Context: an optimization exercise on an open-source flow, tuned for small area, a short achievable clock period and few clock cycles per item. The choices shown serve that exercise and are no tape-out recipe.
RTL that was checked went through simulation tests only; none was proved equivalent to the original.

==> inputs of v38 <==
Design ex_stage_mdu, start of the top module:
module ex_stage_mdu (
    input  logic        clock,
    input  logic        reset,
    input  logic        in_valid,
    output logic        in_ready,
    input  logic [4:0]  op,
    input  logic [31:0] operand_a,
    input  logic [31:0] operand_b,
    input  logic [1:0]  fwd_sel_a,
    input  logic [1:0]  fwd_sel_b,
    input  logic [31:0] wb_data,
    input  logic        is_jump,
    input  logic [31:0] pt_wdata_in,
    input  logic [4:0]  pt_rd_in,
    input  logic [31:0] pt_pc_in,
    input  logic        mem_stall,
    input  logic        flush,
    output logic        out_valid,
    output logic [31:0] res_out,
    output logic [31:0] pt_wdata_out,
    output logic [4:0]  pt_rd_out,
    output logic [31:0] pt_pc_out,
    output logic        redirect_valid,
    output logic [31:0] redirect_addr,
    output logic        busy
);
==> flow/config.mk <==
export PLATFORM = sky130hd
export DESIGN_NAME = ex_stage_mdu
export DESIGN_NICKNAME = ex_stage_mdu
export VERILOG_FILES = /design/flow/design.v
export SDC_FILE = /design/flow/constraint.sdc
export NUM_CORES = 4
export LEC_CHECK = 0
export ABC_AREA = 1
export CAP_MARGIN = 20
export CORE_MARGIN = 2
export CORE_UTILIZATION = 30
export PLACE_DENSITY = 0.8
export SETUP_SLACK_MARGIN = 1.5
export SLEW_MARGIN = 40
export SYNTH_HIERARCHICAL = 1
export SYNTH_MINIMUM_KEEP_SIZE = 0
==> flow/constraint.sdc <==
create_clock -name core_clock -period 16.0 [get_ports {clock}]
set_input_delay 3.2000 -clock core_clock [delete_from_list [all_inputs] [get_ports {clock}]]
set_output_delay 3.2000 -clock core_clock [all_outputs]
set_load 0.01 [all_outputs]
standard.sh (not shown) runs the stock make flow with config.mk's settings and CLKGATE_MAP_FILE= SYNTH_SCRIPT=/design/flow/synth_recipe.tcl, a recipe that flattens the netlist after the stock synthesis.
==> flow/flow/run.sh <==
#!/bin/bash
# Standard ORFS layout; ports are buffered with a regular buffer instead of
# the delay cell buffer_ports picks by default.
set -euo pipefail
bash standard.sh "BUFFER_PORTS_ARGS=-buffer_cell sky130_fd_sc_hd__buf_2" finish > orfs_make.log 2>&1
==> v25: changes against v38 <==
--- a/flow/design.v
+++ b/flow/design.v
@@ -22,12 +22,12 @@
     output logic [31:0] pt_pc_out,
     output logic        redirect_valid,
     output logic [31:0] redirect_addr,
     output logic        busy
 );
-    localparam int K = 4;
-    localparam int CW = 3;             
+    localparam int K = 3;
+    localparam int CW = 4;             
     logic [31:0] op_a, op_b;
     always_comb begin
         case (fwd_sel_a)
             2'd1:    op_a = res_out;
             2'd2:    op_a = wb_data;
@@ -694,76 +694,70 @@
     mdu_fin u_fin (
         .sel_lo(op == 5'd10), .sel_hi(is_mulh), .sel_misc(!is_mul), .rv(redirect_valid),
         .row0(row0), .row1(row1), .misc(alu_misc), .res(alu_res), .redirect_addr(redirect_addr)
     );
     logic        d_signed, d_remop, a_neg, b_neg, b_zero, d_fast;
-    logic [31:0] abs_a, b_mag1, dvx;
-    logic        dcin;
-    logic [32:0] a_minus_b;
+    logic [31:0] abs_a, abs_b;
     assign d_signed = (op == 5'd14) || (op == 5'd16);
     assign d_remop  = (op == 5'd16) || (op == 5'd17);
     assign a_neg    = d_signed && op_a[31];
     assign b_neg    = d_signed && op_b[31];
     assign abs_a    = a_neg ? (~op_a + 32'd1) : op_a;
-    assign dvx      = b_neg ? op_b : ~op_b;
-    assign dcin     = !b_neg;
-    assign b_mag1   = ~dvx;
-    assign a_minus_b = {1'b0, abs_a} + {1'b1, dvx} + {32'd0, dcin};
+    assign abs_b    = b_neg ? (~op_b + 32'd1) : op_b;
     assign b_zero   = (op_b == 32'd0);
-    assign d_fast   = b_zero || a_minus_b[32];
+    assign d_fast   = b_zero || (abs_a < abs_b);
     logic [31:0] fast_res;
     assign fast_res = d_remop ? op_a : {32{b_zero}};
     function automatic logic [5:0] clz32(input logic [31:0] x);
         logic [5:0] n;
         n = 6'd32;
         for (int i = 0; i < 32; i++) if (x[i]) n = 31 - i;
         clz32 = n;
     endfunction
     logic [5:0] clz_a, clz_b, pdiff;
-    logic [2:0] m1;
+    logic [3:0] m1;
     assign clz_a = clz32(abs_a);
-    assign clz_b = clz32(b_mag1);            
+    assign clz_b = clz32(abs_b);
     assign pdiff = clz_b - clz_a;            
-    assign m1    = pdiff[5] ? 3'd7 : pdiff[4:2];   
-    logic [63:0] norm;
-    assign norm = {4'd0, abs_a, 28'd0} >> {m1, 2'b00};
-    logic [31:0] rem, quo, dvs;
-    logic        dvc;
+    assign m1    = 4'(pdiff[4:0] / 5'd3);    
+    logic [64:0] norm;
+    assign norm = {3'd0, abs_a, 30'd0} >> (m1 * 3);
+    logic [31:0] rem, dvs;
+    logic [32:0] quo;
     logic [CW-1:0] cnt;
     logic        q_neg, r_sel;
     logic [31:0] d_wdata, d_pc;
     logic [4:0]  d_rd;
     logic [31:0] rem_s [0:K];
-    logic [31:0] quo_s [0:K];
+    logic [32:0] quo_s [0:K];
     logic [32:0] diff_s [0:K-1];
     always_comb begin
         rem_s[0] = rem;
         quo_s[0] = quo;
         for (int s = 0; s < K; s++) begin
-            diff_s[s]  = {rem_s[s], quo_s[s][31]} + {1'b1, dvs} + {32'd0, dvc};
-            rem_s[s+1] = diff_s[s][32] ? {rem_s[s][30:0], quo_s[s][31]} : diff_s[s][31:0];
-            quo_s[s+1] = {quo_s[s][30:0], !diff_s[s][32]};
+            diff_s[s]  = {rem_s[s], quo_s[s][32]} - {1'b0, dvs};
+            rem_s[s+1] = diff_s[s][32] ? {rem_s[s][30:0], quo_s[s][32]} : diff_s[s][31:0];
+            quo_s[s+1] = {quo_s[s][31:0], !diff_s[s][32]};
         end
     end
     logic [31:0] d_pick, d_held, div_res;
     logic        fix;
-    assign d_pick  = r_sel ? rem_s[K] : quo_s[K];
-    assign d_held  = r_sel ? rem : quo;
+    assign d_pick  = r_sel ? rem_s[K] : quo_s[K][31:0];
+    assign d_held  = r_sel ? rem : quo[31:0];
     assign div_res = fix ? (~d_held + 32'd1) : d_pick;
     logic wr_single, wr_fast, start_div, wr_div, step, last;
     assign wr_single = fire && !flush && !is_div;
     assign wr_fast   = fire && !flush && is_div && d_fast;
     assign start_div = fire && !flush && is_div && !d_fast;
     assign last      = (cnt == '0);
     assign wr_div    = busy && !flush && !mem_stall && (fix || (last && !q_neg));
     assign step      = busy && !fix && (!last || q_neg || !mem_stall);
     always_ff @(posedge clock) begin
         if (start_div) begin
-            rem     <= norm[63:32];
-            quo     <= norm[31:0];
-            dvs     <= dvx;
-            dvc     <= dcin;
+            rem     <= norm[64:33];
+            quo     <= norm[32:0];
+            dvs     <= abs_b;
             cnt     <= m1;
             fix     <= 1'b0;
             q_neg   <= d_remop ? a_neg : (a_neg ^ b_neg);
             r_sel   <= d_remop;
             d_wdata <= pt_wdata_in;
==> flow/flow/run.sh (replaced) <==
#!/bin/bash
# Standard ORFS layout; ports are buffered with a regular buffer instead of
# the delay cell buffer_ports picks by default.
set -euo pipefail
bash standard.sh "BUFFER_PORTS_ARGS=-buffer_cell sky130_fd_sc_hd__buf_4" finish > orfs_make.log 2>&1
ABC_AREA = default   (was 1)
PLACE_DENSITY = default   (was 0.8)
SETUP_SLACK_MARGIN = 1.0   (was 1.5)
==> qor summary <==
| item | v25 | v38 |
|---|---|---|
| Share of the core filled with cells | 0.345 | 0.336 |
| Total of plain and repair buffers excluding clock buffers | 758 | 573 |
| Setup repair bufs after CTS | 13 | 24 |
| Most common library cell in the layout ignoring fill and taps | sky130_fd_sc_hd__buf_4 | sky130_fd_sc_hd__nand2_1 |
| Met1 wire length | 122,000 µm | 101,000 µm |
| Netlist area before placement | 59,600 µm² | 58,100 µm² |
| Routed length on met2 | 137,000 µm | 117,000 µm |
| Length of routed met3 wiring | 25,300 µm | 35,100 µm |
| Clock network latency to the later pin of the worst-skew pair | 0.59 ns | 0.57 ns |
| Finished Cell Area | 68,100 µm² | 64,600 µm² |
| Layout cells sized above 1 | 0.159 | 0.114 |
| Area share of the largest cell type after synthesis | 0.164 | 0.169 |
| Area post-placement | 65,800 µm² | 62,300 µm² |
| Final antenna diode count | 11 | 7 |
| Fill cells | 20,651 | 20,426 |
| Number of standard cells in the final layout excluding fillers | 9,813 | 10,759 |
| Result of the run | finished clean | finished clean |
| Worst Skew | 0.0480 ns | 0.0498 ns |
| FF+latch count, synth | 276 | 275 |
| Cell count of the worst reg-to-reg path | 56 | 92 |
| Max transition margin | 0.310 | 0.304 |
| Vias after detailed routing | 59,447 | 61,595 |
| Routability-driven placement congestion ratio | 1.08 | 1.13 |
| Complex-gate fraction of the synthesized area | 0.268 | 0.166 |
Testbench counts of v38, summed over its fixed seeds: cycles 171,619, instrs 160,000.
Testbench counts of v25, summed over its fixed seeds: cycles 174,192, instrs 160,000.

---

==> 05-28: inputs <==
ex_stage_mdu, a different RTL version from the one above (not shown whole).
// ex_stage_mdu
module ex_stage_mdu (
    input  logic        clock,
    input  logic        reset,
    input  logic        in_valid,
    output logic        in_ready,
    input  logic [4:0]  op,
    input  logic [31:0] operand_a,
    input  logic [31:0] operand_b,
    input  logic [1:0]  fwd_sel_a,
    input  logic [1:0]  fwd_sel_b,
    input  logic [31:0] wb_data,
    input  logic        is_jump,
    input  logic [31:0] pt_wdata_in,
    input  logic [4:0]  pt_rd_in,
    input  logic [31:0] pt_pc_in,
    input  logic        mem_stall,
    input  logic        flush,
    output logic        out_valid,
    output logic [31:0] res_out,
    output logic [31:0] pt_wdata_out,
    output logic [4:0]  pt_rd_out,
    output logic [31:0] pt_pc_out,
    output logic        redirect_valid,
    output logic [31:0] redirect_addr,
    output logic        busy
);
make LEC_CHECK=0 CAP_MARGIN=20 CORE_MARGIN=2 CORE_UTILIZATION=30 SLEW_MARGIN=40 finish   # period 16.0 ns
run.sh (not shown) runs the stock make flow with config.mk's settings and CLKGATE_MAP_FILE= SYNTH_SCRIPT=/design/flow/synth_recipe.tcl, a recipe that flattens the netlist after the stock synthesis.
Stock flow here: none of the scripts above is used.
==> 10-20: changes against 05-28 <==
--- a/flow/design.v
+++ b/flow/design.v
@@ -42,19 +42,46 @@
     logic is_div, is_single, is_mul, is_mulh, fire;
     assign is_div    = (op == 5'd14) || (op == 5'd15) || (op == 5'd16) || (op == 5'd17);
     assign is_single = (op <= 5'd13);
     assign is_mul    = (op >= 5'd10) && (op <= 5'd13);
     assign is_mulh   = (op >= 5'd11) && (op <= 5'd13);
     assign in_ready  = reset && !busy && !mem_stall;
     assign fire      = in_valid && in_ready;
-    logic [32:0] ma, mb;
+    function automatic logic [50:0] booth_enc(input logic [31:0] x, input logic sx);
+        logic [33:0] bx;
+        logic [16:0] n, o, t;
+        logic        hi, mid, lo;
+        bx = {sx, sx, x};
+        for (int i = 0; i < 17; i++) begin
+            hi  = bx[2*i+1];
+            mid = bx[2*i];
+            lo  = (i == 0) ? 1'b0 : bx[2*i-1];
+            n[i] = hi & ~(mid & lo);
+            o[i] = mid ^ lo;
+            t[i] = (hi & ~mid & ~lo) | (~hi & mid & lo);
+        end
+        booth_enc = {n, o, t};
+    endfunction
+    logic        mulh_ss;
+    logic [50:0] enc_op, enc_res, enc_wb, enc_b;
+    assign mulh_ss = (op == 5'd11);
+    assign enc_op  = booth_enc(operand_b, operand_b[31] && mulh_ss);
+    assign enc_res = booth_enc(res_out, res_out[31] && mulh_ss);
+    assign enc_wb  = booth_enc(wb_data, wb_data[31] && mulh_ss);
+    always_comb begin
+        case (fwd_sel_b)
+            2'd1:    enc_b = enc_res;
+            2'd2:    enc_b = enc_wb;
+            default: enc_b = enc_op;
+        endcase
+    end
+    logic [32:0] ma;
     logic [63:0] prod;
     assign ma = {op_a[31] && ((op == 5'd11) || (op == 5'd12)), op_a};
-    assign mb = {op_b[31] && (op == 5'd11), op_b};
-    mdu_mul33 u_mul (.a(ma), .b(mb), .p(prod));
+    mdu_mul33 u_mul (.a(ma), .bneg(enc_b[50:34]), .bone(enc_b[33:17]), .btwo(enc_b[16:0]), .p(prod));
     logic        sub;
     logic [32:0] sum;
     logic        lt_s, lt_u;
     assign sub  = (op != 5'd0);
     assign sum  = {1'b0, op_a} + {1'b0, op_b ^ {32{sub}}} + {32'd0, sub};
     assign lt_u = !sum[32];
     assign lt_s = (op_a[31] == op_b[31]) ? sum[31] : op_a[31];
@@ -127,38 +154,43 @@
         quo_s[0] = quo;
         for (int s = 0; s < K; s++) begin
             diff_s[s]  = {rem_s[s], quo_s[s][31]} - {1'b0, dvs};
             rem_s[s+1] = diff_s[s][32] ? {rem_s[s][30:0], quo_s[s][31]} : diff_s[s][31:0];
             quo_s[s+1] = {quo_s[s][30:0], !diff_s[s][32]};
         end
     end
-    logic [31:0] d_pick, div_res;
+    logic [31:0] d_pick, d_held, div_res;
+    logic        fix;
     assign d_pick  = r_sel ? rem_s[K] : quo_s[K];
-    assign div_res = q_neg ? (~d_pick + 32'd1) : d_pick;
-    logic wr_single, wr_fast, start_div, wr_div, step;
+    assign d_held  = r_sel ? rem : quo;
+    assign div_res = fix ? (~d_held + 32'd1) : d_pick;
+    logic wr_single, wr_fast, start_div, wr_div, step, last;
     assign wr_single = fire && !flush && !is_div;
     assign wr_fast   = fire && !flush && is_div && d_fast;
     assign start_div = fire && !flush && is_div && !d_fast;
-    assign wr_div    = busy && !flush && !mem_stall && (cnt == '0);
-    assign step      = busy && ((cnt != '0) || !mem_stall);
+    assign last      = (cnt == '0);
+    assign wr_div    = busy && !flush && !mem_stall && (fix || (last && !q_neg));
+    assign step      = busy && !fix && (!last || q_neg || !mem_stall);
     always_ff @(posedge clock) begin
         if (start_div) begin
             rem     <= norm[63:32];
             quo     <= norm[31:0];
             dvs     <= abs_b;
             cnt     <= m1;
+            fix     <= 1'b0;
             q_neg   <= d_remop ? a_neg : (a_neg ^ b_neg);
             r_sel   <= d_remop;
             d_wdata <= pt_wdata_in;
             d_rd    <= pt_rd_in;
             d_pc    <= pt_pc_in;
         end else if (step) begin
             rem <= rem_s[K];
             quo <= quo_s[K];
             cnt <= cnt - 1'b1;
+            if (last) fix <= 1'b1;
         end
     end
     always_ff @(posedge clock or negedge reset) begin
         if (!reset) begin
             busy         <= 1'b0;
             out_valid    <= 1'b0;
             res_out      <= '0;
@@ -186,71 +218,19 @@
                 pt_pc_out    <= d_pc;
             end
         end
     end
 endmodule
 module mdu_mul33 (
     input  logic [32:0] a,
-    input  logic [32:0] b,
+    input  logic [16:0] bneg,
+    input  logic [16:0] bone,
+    input  logic [16:0] btwo,
     output logic [63:0] p
 );
-    logic [33:0] bx;
-    assign bx = {b[32], b};
-    logic [16:0] bneg, bone, btwo;
-    assign bneg[0] = bx[1] & ~(bx[0] & 1'b0);
-    assign bone[0] = bx[0] ^ 1'b0;
-    assign btwo[0] = (bx[1] & ~bx[0] & ~1'b0) | (~bx[1] & bx[0] & 1'b0);
-    assign bneg[1] = bx[3] & ~(bx[2] & bx[1]);
-    assign bone[1] = bx[2] ^ bx[1];
-    assign btwo[1] = (bx[3] & ~bx[2] & ~bx[1]) | (~bx[3] & bx[2] & bx[1]);
-    assign bneg[2] = bx[5] & ~(bx[4] & bx[3]);
-    assign bone[2] = bx[4] ^ bx[3];
-    assign btwo[2] = (bx[5] & ~bx[4] & ~bx[3]) | (~bx[5] & bx[4] & bx[3]);
-    assign bneg[3] = bx[7] & ~(bx[6] & bx[5]);
-    assign bone[3] = bx[6] ^ bx[5];
-    assign btwo[3] = (bx[7] & ~bx[6] & ~bx[5]) | (~bx[7] & bx[6] & bx[5]);
-    assign bneg[4] = bx[9] & ~(bx[8] & bx[7]);
-    assign bone[4] = bx[8] ^ bx[7];
-    assign btwo[4] = (bx[9] & ~bx[8] & ~bx[7]) | (~bx[9] & bx[8] & bx[7]);
-    assign bneg[5] = bx[11] & ~(bx[10] & bx[9]);
-    assign bone[5] = bx[10] ^ bx[9];
-    assign btwo[5] = (bx[11] & ~bx[10] & ~bx[9]) | (~bx[11] & bx[10] & bx[9]);
-    assign bneg[6] = bx[13] & ~(bx[12] & bx[11]);
-    assign bone[6] = bx[12] ^ bx[11];
-    assign btwo[6] = (bx[13] & ~bx[12] & ~bx[11]) | (~bx[13] & bx[12] & bx[11]);
-    assign bneg[7] = bx[15] & ~(bx[14] & bx[13]);
-    assign bone[7] = bx[14] ^ bx[13];
-    assign btwo[7] = (bx[15] & ~bx[14] & ~bx[13]) | (~bx[15] & bx[14] & bx[13]);
-    assign bneg[8] = bx[17] & ~(bx[16] & bx[15]);
-    assign bone[8] = bx[16] ^ bx[15];
-    assign btwo[8] = (bx[17] & ~bx[16] & ~bx[15]) | (~bx[17] & bx[16] & bx[15]);
-    assign bneg[9] = bx[19] & ~(bx[18] & bx[17]);
-    assign bone[9] = bx[18] ^ bx[17];
-    assign btwo[9] = (bx[19] & ~bx[18] & ~bx[17]) | (~bx[19] & bx[18] & bx[17]);
-    assign bneg[10] = bx[21] & ~(bx[20] & bx[19]);
-    assign bone[10] = bx[20] ^ bx[19];
-    assign btwo[10] = (bx[21] & ~bx[20] & ~bx[19]) | (~bx[21] & bx[20] & bx[19]);
-    assign bneg[11] = bx[23] & ~(bx[22] & bx[21]);
-    assign bone[11] = bx[22] ^ bx[21];
-    assign btwo[11] = (bx[23] & ~bx[22] & ~bx[21]) | (~bx[23] & bx[22] & bx[21]);
-    assign bneg[12] = bx[25] & ~(bx[24] & bx[23]);
-    assign bone[12] = bx[24] ^ bx[23];
-    assign btwo[12] = (bx[25] & ~bx[24] & ~bx[23]) | (~bx[25] & bx[24] & bx[23]);
-    assign bneg[13] = bx[27] & ~(bx[26] & bx[25]);
-    assign bone[13] = bx[26] ^ bx[25];
-    assign btwo[13] = (bx[27] & ~bx[26] & ~bx[25]) | (~bx[27] & bx[26] & bx[25]);
-    assign bneg[14] = bx[29] & ~(bx[28] & bx[27]);
-    assign bone[14] = bx[28] ^ bx[27];
-    assign btwo[14] = (bx[29] & ~bx[28] & ~bx[27]) | (~bx[29] & bx[28] & bx[27]);
-    assign bneg[15] = bx[31] & ~(bx[30] & bx[29]);
-    assign bone[15] = bx[30] ^ bx[29];
-    assign btwo[15] = (bx[31] & ~bx[30] & ~bx[29]) | (~bx[31] & bx[30] & bx[29]);
-    assign bneg[16] = bx[33] & ~(bx[32] & bx[31]);
-    assign bone[16] = bx[32] ^ bx[31];
-    assign btwo[16] = (bx[33] & ~bx[32] & ~bx[31]) | (~bx[33] & bx[32] & bx[31]);
     logic [33:0] pp0;
     assign pp0[0] = (bone[0] & (a[0] ^ bneg[0])) | (btwo[0] & (1'b0 ^ bneg[0]));
     assign pp0[1] = (bone[0] & (a[1] ^ bneg[0])) | (btwo[0] & (a[0] ^ bneg[0]));
     assign pp0[2] = (bone[0] & (a[2] ^ bneg[0])) | (btwo[0] & (a[1] ^ bneg[0]));
     assign pp0[3] = (bone[0] & (a[3] ^ bneg[0])) | (btwo[0] & (a[2] ^ bneg[0]));
     assign pp0[4] = (bone[0] & (a[4] ^ bneg[0])) | (btwo[0] & (a[3] ^ bneg[0]));
     assign pp0[5] = (bone[0] & (a[5] ^ bneg[0])) | (btwo[0] & (a[4] ^ bneg[0]));
==> flow/flow/run.sh (new file) <==
#!/bin/bash
# Standard ORFS layout; ports are buffered with a regular buffer instead of
# the delay cell buffer_ports picks by default.
set -euo pipefail
bash standard.sh "BUFFER_PORTS_ARGS=-buffer_cell sky130_fd_sc_hd__buf_4" finish > orfs_make.log 2>&1
==> flow/standard.sh (new file) <==
#!/bin/bash
# synth_recipe.tcl (not shown) runs the flow's synth.tcl, then flattens the netlist and writes it again
# the make line also repeats each setting of config.mk as NAME=value (left out here)
make -C /OpenROAD-flow-scripts/flow DESIGN_CONFIG=/design/flow/config.mk WORK_HOME=/design/flow/orfs CLKGATE_MAP_FILE= SYNTH_SCRIPT=/design/flow/synth_recipe.tcl "${@:-finish}"
Settings changed: SETUP_SLACK_MARGIN from default to 0.15.
removed: flow/run.sh
==> 09-14: changes against 05-28 <==
--- a/flow/design.v
+++ b/flow/design.v
@@ -127,38 +127,43 @@
         quo_s[0] = quo;
         for (int s = 0; s < K; s++) begin
             diff_s[s]  = {rem_s[s], quo_s[s][31]} - {1'b0, dvs};
             rem_s[s+1] = diff_s[s][32] ? {rem_s[s][30:0], quo_s[s][31]} : diff_s[s][31:0];
             quo_s[s+1] = {quo_s[s][30:0], !diff_s[s][32]};
         end
     end
-    logic [31:0] d_pick, div_res;
+    logic [31:0] d_pick, d_held, div_res;
+    logic        fix;
     assign d_pick  = r_sel ? rem_s[K] : quo_s[K];
-    assign div_res = q_neg ? (~d_pick + 32'd1) : d_pick;
-    logic wr_single, wr_fast, start_div, wr_div, step;
+    assign d_held  = r_sel ? rem : quo;
+    assign div_res = fix ? (~d_held + 32'd1) : d_pick;
+    logic wr_single, wr_fast, start_div, wr_div, step, last;
     assign wr_single = fire && !flush && !is_div;
     assign wr_fast   = fire && !flush && is_div && d_fast;
     assign start_div = fire && !flush && is_div && !d_fast;
-    assign wr_div    = busy && !flush && !mem_stall && (cnt == '0);
-    assign step      = busy && ((cnt != '0) || !mem_stall);
+    assign last      = (cnt == '0);
+    assign wr_div    = busy && !flush && !mem_stall && (fix || (last && !q_neg));
+    assign step      = busy && !fix && (!last || q_neg || !mem_stall);
     always_ff @(posedge clock) begin
         if (start_div) begin
             rem     <= norm[63:32];
             quo     <= norm[31:0];
             dvs     <= abs_b;
             cnt     <= m1;
+            fix     <= 1'b0;
             q_neg   <= d_remop ? a_neg : (a_neg ^ b_neg);
             r_sel   <= d_remop;
             d_wdata <= pt_wdata_in;
             d_rd    <= pt_rd_in;
             d_pc    <= pt_pc_in;
         end else if (step) begin
             rem <= rem_s[K];
             quo <= quo_s[K];
             cnt <= cnt - 1'b1;
+            if (last) fix <= 1'b1;
         end
     end
     always_ff @(posedge clock or negedge reset) begin
         if (!reset) begin
             busy         <= 1'b0;
             out_valid    <= 1'b0;
             res_out      <= '0;
==> flow/flow/run.sh (new file) <==
#!/bin/bash
# Standard ORFS layout; ports are buffered with a regular buffer instead of
# the delay cell buffer_ports picks by default.
set -euo pipefail
bash standard.sh "BUFFER_PORTS_ARGS=-buffer_cell sky130_fd_sc_hd__buf_4" finish > orfs_make.log 2>&1
==> flow/standard.sh (new file) <==
#!/bin/bash
# synth_recipe.tcl (not shown) runs the flow's synth.tcl, then flattens the netlist and writes it again
# the make line also repeats each setting of config.mk as NAME=value (left out here)
make -C /OpenROAD-flow-scripts/flow DESIGN_CONFIG=/design/flow/config.mk WORK_HOME=/design/flow/orfs CLKGATE_MAP_FILE= SYNTH_SCRIPT=/design/flow/synth_recipe.tcl "${@:-finish}"
Settings changed: SETUP_SLACK_MARGIN from default to 0.15.
removed: flow/run.sh
==> notes.md <==
Critical-path cell with the highest stage delay: 10-20 a2111oi_2; 09-14 fa_1; 05-28 clkdlybuf4s50_1
Inst Count DP: 10-20 11,200; 09-14 10,100; 05-28 10,500
Post-layout minimum cycle time: 10-20 15,810 ps; 09-14 15,700 ps; 05-28 15,810 ps
Number of vias in the routed layout: 10-20 69,000; 09-14 59,800; 05-28 61,200
Half-perimeter wire length after detailed placement: 10-20 314,000 um; 09-14 251,000 um; 05-28 247,000 um
Routing usage on met2: 10-20 55.2%; 09-14 47.7%; 05-28 46.1%
Status: 10-20 timing/DRC/antenna clean; 09-14 timing/DRC/antenna clean; 05-28 timing/DRC/antenna clean
Fraction of standard cell area in multi-input logic: 10-20 68.6%; 09-14 69.2%; 05-28 65.1%
Hold path start: 10-20 d_wdata[6]; 09-14 out_valid; 05-28 d_wdata[26]
Area fraction of clock buffers and clock inverters: 10-20 1.52%; 09-14 1.45%; 05-28 1.60%
Total non-filler cell area in the finished layout: 10-20 74,300 um2; 09-14 69,200 um2; 05-28 72,700 um2
Fraction of area in registers: 10-20 10.4%; 09-14 11.1%; 05-28 10.6%
Mean routed wirelength per cell: 10-20 34.1 um; 09-14 30.1 um; 05-28 28.4 um
Area used by sequential logic in the layout: 10-20 7710 um2; 09-14 7700 um2; 05-28 7680 um2
Grt met1 use: 10-20 40.2%; 09-14 35.7%; 05-28 36.1%
Met1 Wirelength: 10-20 141,000 um; 09-14 117,000 um; 05-28 116,000 um
Testbench counts of 05-28, summed over its fixed seeds: cycles 170,793, instrs 160,000.
Testbench counts of 09-14, summed over its fixed seeds: cycles 171,617, instrs 160,000.
For 10-20, only the layout was checked, not whether the RTL still works.

[what the ideal ports hide]
How much do the figures lean on ideal ports? The routed layouts below were timed once more, with nothing changed but the port constraints.
Step 1 sets driving cells, clkbuf_16 on the clock port and buf_2 on the other inputs (assumed; they add their load-dependent delay and slew).
Step 2 moves the port delays by t, midway between the first and last clock arrival at a register: inputs arrive t later, outputs are due t later. That takes back most of the time a late clock gives input paths.
a / b / c = no drivers / after step 1 / after step 2; a / b = the first two.
run	t (ns)	slack for setup (ns)	worst slew at a driven data input, ns
v38	0.608	1.590 / 1.569 / 1.569	0.28
v25	0.627	1.218 / 1.183 / 1.025	0.13
05-28	0.635	0.188 / 0.057 / 0.057	0.13
10-20	0.673	0.194 / 0.152 / 0.152	0.11
09-14	0.673	0.302 / 0.273 / 0.273	0.18
After both steps every run listed still meets setup and hold. For v25, which loses most, drivers alone change the setup slack by -0.035 ns; drivers and shift together by -0.193 ns.
